This is an optimization exercise on Yosys and OpenROAD, whose aim is small area and a short achievable clock period, not a production implementation.
RTL that was checked went through simulation tests only; none was proved equivalent to the original.

==> wip/violet <==
==> flow/design.v (excerpt) <==
module tdisto_accum (
  input  logic        clk,
  input  logic        rst_n,
  input  logic        start,
  input  logic [15:0] tlambda,
  input  logic [31:0] sum_a,
  input  logic        done_a,
  input  logic [31:0] sum_b,
  input  logic        done_b,
  output logic        busy,
  output logic [31:0] disto,
  output logic        disto_valid,
  output logic        err
);
  localparam logic [1:0] S_IDLE = 2'd0;
  localparam logic [1:0] S_ACC  = 2'd1;
  localparam logic [1:0] S_MUL  = 2'd2;
  localparam logic [1:0] S_OUT  = 2'd3;
  function automatic logic [2:0] booth(input logic [2:0] b);
    booth[0] = b[1] ^ b[0];
    booth[1] = (b[2] & ~b[1] & ~b[0]) | (~b[2] & b[1] & b[0]);
    booth[2] = b[2] & ~(b[1] & b[0]);
  endfunction
  logic [1:0]  state_q;
  logic        pend_a_q, pend_b_q;
  logic        vld_q;
  logic [4:0]  cnt_q;
  logic        busy_q, disto_valid_q, err_q;
  logic [31:0] disto_q;
  logic [15:5] tl_q;
  logic [2:0]  neg_q, two_q, one_q;
  logic [31:0] sa_q, sb_q;
  logic [30:0] acc_q;
  logic [32:0] r_q;
  logic [3:0]  l_q;
  logic in_acc, in_mul, in_out;
  assign in_acc = (state_q == S_ACC);
  assign in_mul = (state_q == S_MUL);
  assign in_out = (state_q == S_OUT);
  logic consume;
  assign consume = in_acc & pend_a_q & pend_b_q;
  logic [30:0] ah, bh;
  logic        ge_lo, le_lo, lt;
  assign ah    = {{4{sa_q[31]}}, sa_q[31:5]};
  assign bh    = {{4{sb_q[31]}}, sb_q[31:5]};
  assign ge_lo = (sa_q[4:0] >= sb_q[4:0]);
  assign le_lo = (sa_q[4:0] <= sb_q[4:0]);
  assign lt    = ($signed(sa_q) < $signed(sb_q));
  logic [30:0] p_s, p_c, m_s, m_c, acc_p, acc_m, acc_sum;
  assign p_s   = acc_q ^ ah ^ ~bh;
  assign p_c   = (acc_q & ah) | (acc_q & ~bh) | (ah & ~bh);
  assign m_s   = acc_q ^ bh ^ ~ah;
  assign m_c   = (acc_q & bh) | (acc_q & ~ah) | (bh & ~ah);
  ...
==> flow/config.mk <==
export PLATFORM = sky130hd
export DESIGN_NAME = tdisto_accum
export DESIGN_NICKNAME = tdisto_accum
export VERILOG_FILES = /design/flow/design.v
export SDC_FILE = /design/flow/constraint.sdc
export NUM_CORES = 4
export LEC_CHECK = 0
export CAP_MARGIN = 20
export CORE_MARGIN = 2
export CORE_UTILIZATION = 60
export SETUP_SLACK_MARGIN = 2.5
export SLEW_MARGIN = 20
==> flow/constraint.sdc <==
create_clock -name core_clock -period 7.0 [get_ports {clk}]
set_input_delay 1.4000 -clock core_clock [delete_from_list [all_inputs] [get_ports {clk}]]
set_output_delay 1.4000 -clock core_clock [all_outputs]
set_load 0.01 [all_outputs]
run.sh (not shown) runs the stock make flow with config.mk's settings and CLKGATE_MAP_FILE= SYNTH_SCRIPT=/design/flow/synth_recipe.tcl, a recipe that flattens the netlist after the stock synthesis.
==> wip/umber: changes against wip/violet <==
--- a/flow/design.v
+++ b/flow/design.v
@@ -24,41 +24,46 @@
   logic [1:0]  state_q;
   logic        pend_a_q, pend_b_q;
   logic        vld_q;
   logic [4:0]  cnt_q;
   logic        busy_q, disto_valid_q, err_q;
   logic [31:0] disto_q;
   logic [15:5] tl_q;
   logic [2:0]  neg_q, two_q, one_q;
-  logic [31:0] sa_q, sb_q;
+  logic [31:0] hold_q;
   logic [30:0] acc_q;
   logic [32:0] r_q;
   logic [3:0]  l_q;
   logic in_acc, in_mul, in_out;
   assign in_acc = (state_q == S_ACC);
   assign in_mul = (state_q == S_MUL);
   assign in_out = (state_q == S_OUT);
   logic consume;
   assign consume = in_acc & pend_a_q & pend_b_q;
-  logic [30:0] ah, bh;
-  logic        ge_lo, le_lo, lt;
-  assign ah    = {{4{sa_q[31]}}, sa_q[31:5]};
-  assign bh    = {{4{sb_q[31]}}, sb_q[31:5]};
-  assign ge_lo = (sa_q[4:0] >= sb_q[4:0]);
-  assign le_lo = (sa_q[4:0] <= sb_q[4:0]);
-  assign lt    = ($signed(sa_q) < $signed(sb_q));
-  logic [30:0] p_s, p_c, m_s, m_c, acc_p, acc_m, acc_sum;
-  assign p_s   = acc_q ^ ah ^ ~bh;
-  assign p_c   = (acc_q & ah) | (acc_q & ~bh) | (ah & ~bh);
-  assign m_s   = acc_q ^ bh ^ ~ah;
-  assign m_c   = (acc_q & bh) | (acc_q & ~ah) | (bh & ~ah);
-  assign acc_p = p_s + {p_c[29:0], ge_lo};
-  assign acc_m = m_s + {m_c[29:0], le_lo};
-  assign acc_sum = lt ? acc_m : acc_p;
+  logic        cap_a, cap_b;
+  logic [31:0] a_d, b_d;
+  logic [32:0] diff;
+  logic [27:0] dq;
+  logic        zq;
+  assign cap_a = done_a & (~pend_a_q | pend_b_q);
+  assign cap_b = done_b & (~pend_b_q | pend_a_q);
+  assign a_d   = cap_a ? sum_a : hold_q;
+  assign b_d   = cap_b ? sum_b : hold_q;
+  assign diff  = {a_d[31], a_d} - {b_d[31], b_d};
+  logic        dneg;
+  logic [27:0] mag_x;
+  logic        mag_c;
+  assign dneg  = dq[27];
+  assign mag_x = dq ^ {28{dneg}};
+  assign mag_c = dneg & zq;
+  logic [31:0] acc_sum2;
+  logic [30:0] acc_sum;
+  assign acc_sum2 = {acc_q, mag_c} + {3'd0, mag_x, mag_c};
+  assign acc_sum  = acc_sum2[31:1];
   logic [2:0] d0_s1, d1_s1, d2_s1, d0_s2, d1_s2, d2_s2, d0_s3, d1_s3, d2_s3;
   assign d0_s1 = booth({tlambda[1:0], 1'b0});
   assign d1_s1 = booth(tlambda[3:1]);
   assign d2_s1 = booth(tlambda[5:3]);
   assign d0_s2 = booth(tl_q[7:5]);
   assign d1_s2 = booth(tl_q[9:7]);
   assign d2_s2 = booth(tl_q[11:9]);
   assign d0_s3 = booth(tl_q[13:11]);
@@ -331,18 +336,19 @@
       {neg_q[0], two_q[0], one_q[0]} <= d0_s2;
       {neg_q[1], two_q[1], one_q[1]} <= d1_s2;
       {neg_q[2], two_q[2], one_q[2]} <= d2_s2;
     end else if (in_mul) begin
       {neg_q[0], two_q[0], one_q[0]} <= d0_s3;
       {neg_q[1], two_q[1], one_q[1]} <= d1_s3;
       {neg_q[2], two_q[2], one_q[2]} <= d2_s3;
     end
-    if (done_a & (~pend_a_q | pend_b_q)) sa_q <= sum_a;
-    if (done_b & (~pend_b_q | pend_a_q)) sb_q <= sum_b;
+    hold_q <= cap_a ? sum_a : b_d;
+    dq   <= diff[32:5];
+    zq   <= ~|diff[4:0];
     if (start) begin
       acc_q <= 31'd0;
       cnt_q <= 5'd0;
     end else if (consume & ~cnt_q[4]) begin
       acc_q <= acc_sum;
       cnt_q <= cnt_q + 5'd1;
     end
     r_q <= x[38:6];
==> flow/flow/run.sh (new file) <==
#!/bin/bash
# The standard layout, with plain buffers on the ports instead of the
# delay-cell buffers that buffer_ports picks by default.
set -euo pipefail
export BUFFER_PORTS_ARGS="-buffer_cell sky130_fd_sc_hd__buf_1"
bash standard.sh finish > standard_flow.log 2>&1
==> flow/standard.sh (new file) <==
#!/bin/bash
# synth_recipe.tcl (not shown) runs the flow's synth.tcl, then flattens the netlist and writes it again
# the make line also repeats each setting of config.mk as NAME=value (left out here)
make -C /OpenROAD-flow-scripts/flow DESIGN_CONFIG=/design/flow/config.mk WORK_HOME=/design/flow/orfs CLKGATE_MAP_FILE= SYNTH_SCRIPT=/design/flow/synth_recipe.tcl "${@:-finish}"
CORE_UTILIZATION = 85   (was 60)
removed: flow/run.sh
==> wip/juniper: changes against wip/violet <==
--- a/flow/design.v
+++ b/flow/design.v
@@ -24,41 +24,46 @@
   logic [1:0]  state_q;
   logic        pend_a_q, pend_b_q;
   logic        vld_q;
   logic [4:0]  cnt_q;
   logic        busy_q, disto_valid_q, err_q;
   logic [31:0] disto_q;
   logic [15:5] tl_q;
   logic [2:0]  neg_q, two_q, one_q;
-  logic [31:0] sa_q, sb_q;
+  logic [31:0] hold_q;
   logic [30:0] acc_q;
   logic [32:0] r_q;
   logic [3:0]  l_q;
   logic in_acc, in_mul, in_out;
   assign in_acc = (state_q == S_ACC);
   assign in_mul = (state_q == S_MUL);
   assign in_out = (state_q == S_OUT);
   logic consume;
   assign consume = in_acc & pend_a_q & pend_b_q;
-  logic [30:0] ah, bh;
-  logic        ge_lo, le_lo, lt;
-  assign ah    = {{4{sa_q[31]}}, sa_q[31:5]};
-  assign bh    = {{4{sb_q[31]}}, sb_q[31:5]};
-  assign ge_lo = (sa_q[4:0] >= sb_q[4:0]);
-  assign le_lo = (sa_q[4:0] <= sb_q[4:0]);
-  assign lt    = ($signed(sa_q) < $signed(sb_q));
-  logic [30:0] p_s, p_c, m_s, m_c, acc_p, acc_m, acc_sum;
-  assign p_s   = acc_q ^ ah ^ ~bh;
-  assign p_c   = (acc_q & ah) | (acc_q & ~bh) | (ah & ~bh);
-  assign m_s   = acc_q ^ bh ^ ~ah;
-  assign m_c   = (acc_q & bh) | (acc_q & ~ah) | (bh & ~ah);
-  assign acc_p = p_s + {p_c[29:0], ge_lo};
-  assign acc_m = m_s + {m_c[29:0], le_lo};
-  assign acc_sum = lt ? acc_m : acc_p;
+  logic        cap_a, cap_b;
+  logic [31:0] a_d, b_d;
+  logic [32:0] diff;
+  logic [27:0] dq;
+  logic        zq;
+  assign cap_a = done_a & (~pend_a_q | pend_b_q);
+  assign cap_b = done_b & (~pend_b_q | pend_a_q);
+  assign a_d   = cap_a ? sum_a : hold_q;
+  assign b_d   = cap_b ? sum_b : hold_q;
+  assign diff  = {a_d[31], a_d} - {b_d[31], b_d};
+  logic        dneg;
+  logic [27:0] mag_x;
+  logic        mag_c;
+  assign dneg  = dq[27];
+  assign mag_x = dq ^ {28{dneg}};
+  assign mag_c = dneg & zq;
+  logic [31:0] acc_sum2;
+  logic [30:0] acc_sum;
+  assign acc_sum2 = {acc_q, mag_c} + {3'd0, mag_x, mag_c};
+  assign acc_sum  = acc_sum2[31:1];
   logic [2:0] d0_s1, d1_s1, d2_s1, d0_s2, d1_s2, d2_s2, d0_s3, d1_s3, d2_s3;
   assign d0_s1 = booth({tlambda[1:0], 1'b0});
   assign d1_s1 = booth(tlambda[3:1]);
   assign d2_s1 = booth(tlambda[5:3]);
   assign d0_s2 = booth(tl_q[7:5]);
   assign d1_s2 = booth(tl_q[9:7]);
   assign d2_s2 = booth(tl_q[11:9]);
   assign d0_s3 = booth(tl_q[13:11]);
@@ -331,18 +336,19 @@
       {neg_q[0], two_q[0], one_q[0]} <= d0_s2;
       {neg_q[1], two_q[1], one_q[1]} <= d1_s2;
       {neg_q[2], two_q[2], one_q[2]} <= d2_s2;
     end else if (in_mul) begin
       {neg_q[0], two_q[0], one_q[0]} <= d0_s3;
       {neg_q[1], two_q[1], one_q[1]} <= d1_s3;
       {neg_q[2], two_q[2], one_q[2]} <= d2_s3;
     end
-    if (done_a & (~pend_a_q | pend_b_q)) sa_q <= sum_a;
-    if (done_b & (~pend_b_q | pend_a_q)) sb_q <= sum_b;
+    hold_q <= cap_a ? sum_a : b_d;
+    dq   <= diff[32:5];
+    zq   <= ~|diff[4:0];
     if (start) begin
       acc_q <= 31'd0;
       cnt_q <= 5'd0;
     end else if (consume & ~cnt_q[4]) begin
       acc_q <= acc_sum;
       cnt_q <= cnt_q + 5'd1;
     end
     r_q <= x[38:6];
==> flow/flow/run.sh (new file) <==
#!/bin/bash
# The standard layout, with plain buffers on the ports instead of the
# delay-cell buffers that buffer_ports picks by default.
set -euo pipefail
export BUFFER_PORTS_ARGS="-buffer_cell sky130_fd_sc_hd__buf_1"
bash standard.sh finish > standard_flow.log 2>&1
==> flow/standard.sh (new file) <==
#!/bin/bash
# synth_recipe.tcl (not shown) runs the flow's synth.tcl, then flattens the netlist and writes it again
# the make line also repeats each setting of config.mk as NAME=value (left out here)
make -C /OpenROAD-flow-scripts/flow DESIGN_CONFIG=/design/flow/config.mk WORK_HOME=/design/flow/orfs CLKGATE_MAP_FILE= SYNTH_SCRIPT=/design/flow/synth_recipe.tcl "${@:-finish}"
CORE_UTILIZATION = 75   (was 60)
removed: flow/run.sh
==> flow_summary.toml <==
[clocking]
post_cts_resized = 44
cts_setup_buffers = 30

[outcome]
stop_stage = "5_1_grt"
firstError = "[ERROR DPL-0038] Utilization greater than 100%, impossible to legalize"
status = "did not finish"

[logic_synthesis]
synth_edf_count = 20
synth_most_common_cell = "dfxtp_1"
synth_top_area_share_pct = 22.3
synth_commonest_cells = "174 x dfxtp_1, 130 x a21oi_1, 127 x nand2_1"
seq_area_frac_synth_pct = 26.1

[placement]
gp_congestion = 0.948
dpl.cell_count = 2073
hpwlAfterDp_mm = 28.9
(the above is from wip/umber)
==> flow_summary.toml <==
[placement]
hpwlAfterDp_mm = 33.6
gp_congestion = 0.916
dpl.cell_count = 2414

[logic_synthesis]
synth_commonest_cells = "260 x inv_1, 168 x ha_1, 144 x nand2_1"
syn_nets = 2359
seq_area_frac_synth_pct = 26.7
synth_edf_count = 84
synth_top_area_share_pct = 14.1

[outcome]
status = "finished clean"

[clocking]
post_cts_resized = 52
cts_setup_buffers = 18

[sta]
slew_headroom_pct = 38.2
(the above is from wip/violet)
==> flow_summary.toml <==
[clocking]
post_cts_resized = 51

[setup_path]
critical_path_buf_inv_count = 1

[logic_synthesis]
synth_top_area_share_pct = 22.3
synth_edf_count = 20
synth_commonest_cells = "174 x dfxtp_1, 130 x a21oi_1, 127 x nand2_1"
synth_most_common_cell = "dfxtp_1"
ys_ff_latch = 194

[placement]
dpl.cell_count = 2112
gp_congestion = 0.890

[sta]
slew_violations = 0
final.min_clock_period_ns = 4.96
rsz0062_at_grt = "true"

[outcome]
status = "finished clean"
(the above is from wip/juniper)
Function not checked in wip/violet: the RTL went through the layout flow alone.

==> static timing again, ports no longer ideal <==
In the flow no input, the clock included, has a driving cell. The finished layouts below were timed again as built, in two steps.
Step 1, drivers: a clkbuf_16 drives clk and a buf_2 each remaining input, both assumed.
Step 2, shift: input delay + t, output delay - t, t = (earliest + latest rising clock arrival at the registers) / 2. This alone moves slack from input paths to output paths.
Three values: no drivers, after step 1, after step 2; two values: the first two.
run	t (ns)	slack for setup (ns)	hold WS [ns]	worst setup path after step 2	worst slew at a driven data input, ns
wip/violet	0.516	2.501 / 2.501 / 2.501	0.449 / 0.449 / 0.449	register to register	0.05
wip/juniper	0.499	2.039 / 2.039 / 2.039	0.489 / 0.489 / 0.489	register to register	0.06
After both steps every run listed still meets setup and hold.
